What follows belongs to an exercise in optimizing a design on an open flow for small area; a production flow would make more cautious choices.
In this exercise RTL edits were held to simulation tests only and were not proved equivalent to the original.

Setup of v30:
// bm_noise_out
module bm_noise_out #(
   parameter int DEPTH = 8,
   parameter int AW    = 3
) (
   input  logic          clk,
   input  logic          rst_n,
   input  logic          in_valid,
   output logic          in_ready,
   input  logic [16:0]   f,
   input  logic [15:0]   g0,
   input  logic [15:0]   g1,
   output logic          out_valid,
   input  logic          out_ready,
   output logic [15:0]   out_data,
   output logic          out_idx,
   output logic [AW:0]   fifo_level
);
   logic               init_reg;
   logic               s0_valid_reg;
   logic               s1_valid_reg;
   logic               s2_valid_reg;
   logic [AW-1:0]      wr_ptr_reg;
   logic [DEPTH-1:0]   slot_sel_reg;
   logic [AW:0]        level_reg;
   logic               half_reg;
   logic [16:0]        mem_f  [0:DEPTH-1];
   logic [15:0]        mem_g0 [0:DEPTH-1];
   logic [15:0]        mem_g1 [0:DEPTH-1];
   logic               accept;
   logic               push;
   logic               pop;
   logic [AW+1:0]      occupancy;
   logic               mul_hi;
   logic [16:0]        mul_f;
   logic [15:0]        mul_g;
   logic [15:0]        mul_x;
   logic [15:0]        out_reg;
   assign occupancy = (AW+2)'(level_reg) + (AW+2)'(s0_valid_reg)
                    + (AW+2)'(s1_valid_reg) + (AW+2)'(s2_valid_reg);
   assign in_ready   = init_reg && (occupancy <= (AW+2)'(DEPTH - 1));
   assign accept     = in_valid && in_ready;
   assign push       = s2_valid_reg;
   assign out_valid  = (level_reg != '0);
   assign pop        = out_valid && out_ready && half_reg;
   assign out_idx    = half_reg;
   assign fifo_level = level_reg;
   assign mul_hi   = out_valid && !half_reg;
   always_comb begin
      mul_f = '0;
      mul_g = '0;
      for (int k = 0; k < DEPTH; k++) begin
         mul_f = mul_f | ({17{slot_sel_reg[k]}} & mem_f[k]);
         mul_g = mul_g | ({16{slot_sel_reg[k] && !mul_hi}} & mem_g0[k])
                       | ({16{slot_sel_reg[k] &&  mul_hi}} & mem_g1[k]);
      end
   end
   logic p1, p2, p3, p4, p5, p6, p7, p8, p9, p10, p11, p12;
   logic p13, p14, p15, p16, p17, p18, p19, p20, p21, p22, p23, p24;
   logic p25, p26, p27, p28, p29, p30, p31, p32, p33, p34, p35, p36;
   logic p37, p38, p39, p40, p41, p42, p43, p44, p45, p46, p47, p48;
  ...
export LEC_CHECK = 0
export CAP_MARGIN = 20
export CORE_MARGIN = 2
export CORE_UTILIZATION = 65
export CTS_BUF_LIST = sky130_fd_sc_hd__clkbuf_8
export CTS_CLUSTER_DIAMETER = 100
export CTS_CLUSTER_SIZE = 18
export SLEW_MARGIN = 20
export SYNTH_HIERARCHICAL = 1
export SYNTH_MINIMUM_KEEP_SIZE = 0
create_clock -name core_clock -period 8.0 [get_ports {clk}]
standard.sh (not shown) runs the stock make flow with config.mk's settings and CLKGATE_MAP_FILE= SYNTH_SCRIPT=/design/flow/synth_recipe.tcl, a recipe that flattens the netlist after the stock synthesis.
==> flow/flow/run.sh <==
#!/bin/bash
# The standard layout (the standard.sh: standard synthesis, then ORFS
# floorplan to finish) with two placement/CTS choices changed:
#  - port buffers use the smallest buffer cell (every port still gets one);
#  - clock tree synthesis adds no dummy loads (same buffers and clustering
#    as config.mk asks for).
set -euo pipefail
export BUFFER_PORTS_ARGS="-buffer_cell sky130_fd_sc_hd__buf_1"
export CTS_ARGS="-sink_clustering_enable -repair_clock_nets -dont_use_dummy_load -buf_list sky130_fd_sc_hd__clkbuf_8 -sink_clustering_size 18 -sink_clustering_max_diameter 100"
bash standard.sh > standard.log 2>&1
v30: PASS, flow complete, no timing, DRC or antenna violations
Modified inputs, v6 compared to v30
diff --git a/flow/flow/run.sh b/flow/flow/run.sh
--- a/flow/flow/run.sh
+++ b/flow/flow/run.sh
@@ -9 +9 @@
-export CTS_ARGS="-sink_clustering_enable -repair_clock_nets -dont_use_dummy_load -buf_list sky130_fd_sc_hd__clkbuf_8 -sink_clustering_size 18 -sink_clustering_max_diameter 100"
+export CTS_ARGS="-sink_clustering_enable -repair_clock_nets -dont_use_dummy_load -buf_list sky130_fd_sc_hd__clkbuf_8 -sink_clustering_size 18 -sink_clustering_max_diameter 60"
diff --git a/flow/config.mk b/flow/config.mk
--- a/flow/config.mk
+++ b/flow/config.mk
@@ -10 +10 @@
-export CORE_UTILIZATION = 65
+export CORE_UTILIZATION = 40
@@ -12 +12 @@
-export CTS_CLUSTER_DIAMETER = 100
+export CTS_CLUSTER_DIAMETER = 60
### Flow results
v30 → v6: count of clock-buffer cells in the layout +4; sequential share of layout area -1.2 points; maximum frequency ~0 delta.
The following lists how v26 was set up differently from v6:
diff --git a/flow/config.mk b/flow/config.mk
--- a/flow/config.mk
+++ b/flow/config.mk
@@ -10 +10 @@
-export CORE_UTILIZATION = 40
+export CORE_UTILIZATION = 75
Findings:
v26 finished every step from synthesis to the final layout, and the layout passed the timing, DRC and antenna checks.
| worst hold slack after final layout | v26 vs v6 | better |
Worst hold path stage count: v6 vs v26 identical
When the final numbers for v26 and v6 were put side by side, the post-layout instance area turned out to be smaller in v26.
sky130_fd_sc_hd__or4_1 as the slowest cell on the critical path was reported by v6, and sky130_fd_sc_hd__o21ai_1 by v26.
Input-level comparison between v35 and v26:
diff --git a/flow/flow/run.sh b/flow/flow/run.sh
--- a/flow/flow/run.sh
+++ b/flow/flow/run.sh
@@ -9 +9 @@
-export CTS_ARGS="-sink_clustering_enable -repair_clock_nets -dont_use_dummy_load -buf_list sky130_fd_sc_hd__clkbuf_8 -sink_clustering_size 18 -sink_clustering_max_diameter 60"
+export CTS_ARGS="-sink_clustering_enable -repair_clock_nets -dont_use_dummy_load -buf_list sky130_fd_sc_hd__clkbuf_8 -sink_clustering_size 18 -sink_clustering_max_diameter 100"
diff --git a/flow/config.mk b/flow/config.mk
--- a/flow/config.mk
+++ b/flow/config.mk
@@ -10 +10 @@
-export CORE_UTILIZATION = 75
+export CORE_UTILIZATION = 40
@@ -12 +12 @@
-export CTS_CLUSTER_DIAMETER = 60
+export CTS_CLUSTER_DIAMETER = 100
Findings:
Summary of v35 over v26: met1 global-route usage went down 21 points, multi-input combinational area share went down 0.71 points, standard cell area after detailed placement went up 540 um2.
v35 against v26; total length of routed wires is up by a few percent.

-- separate check: timing with driven ports --
The flow's constraints put no driver on any port. The routed layouts listed below were extracted and timed again, unchanged, in two steps.
Step 1: set_driving_cell puts a clkbuf_16 on clk and a buf_2 on each other input, an assumption about the parent block.
Step 2, shift: input delay + t, output delay - t, t = (earliest + latest rising clock arrival at the registers) / 2. This alone moves slack from input paths to output paths.
Slacks: no drivers / after step 1 / after step 2; pairs: no drivers / after step 1.
run	t (ns)	setup WS [ns]	hold WS [ns]	worst setup path at the end	slew at the worst register clock pin (ns)
v30	0.648	0.395 / 0.395 / 0.395	0.421 / 0.421 / 0.421	register to register	0.11 / 0.11
v6	0.672	0.410 / 0.410 / 0.410	0.390 / 0.390 / 0.390	register to register	0.11 / 0.11
v26	0.650	0.372 / 0.372 / 0.372	0.421 / 0.421 / 0.421	register to register	0.11 / 0.11
v35	0.657	0.376 / 0.376 / 0.376	0.413 / 0.413 / 0.413	register to register	0.11 / 0.11
After both steps every run listed still meets setup and hold.
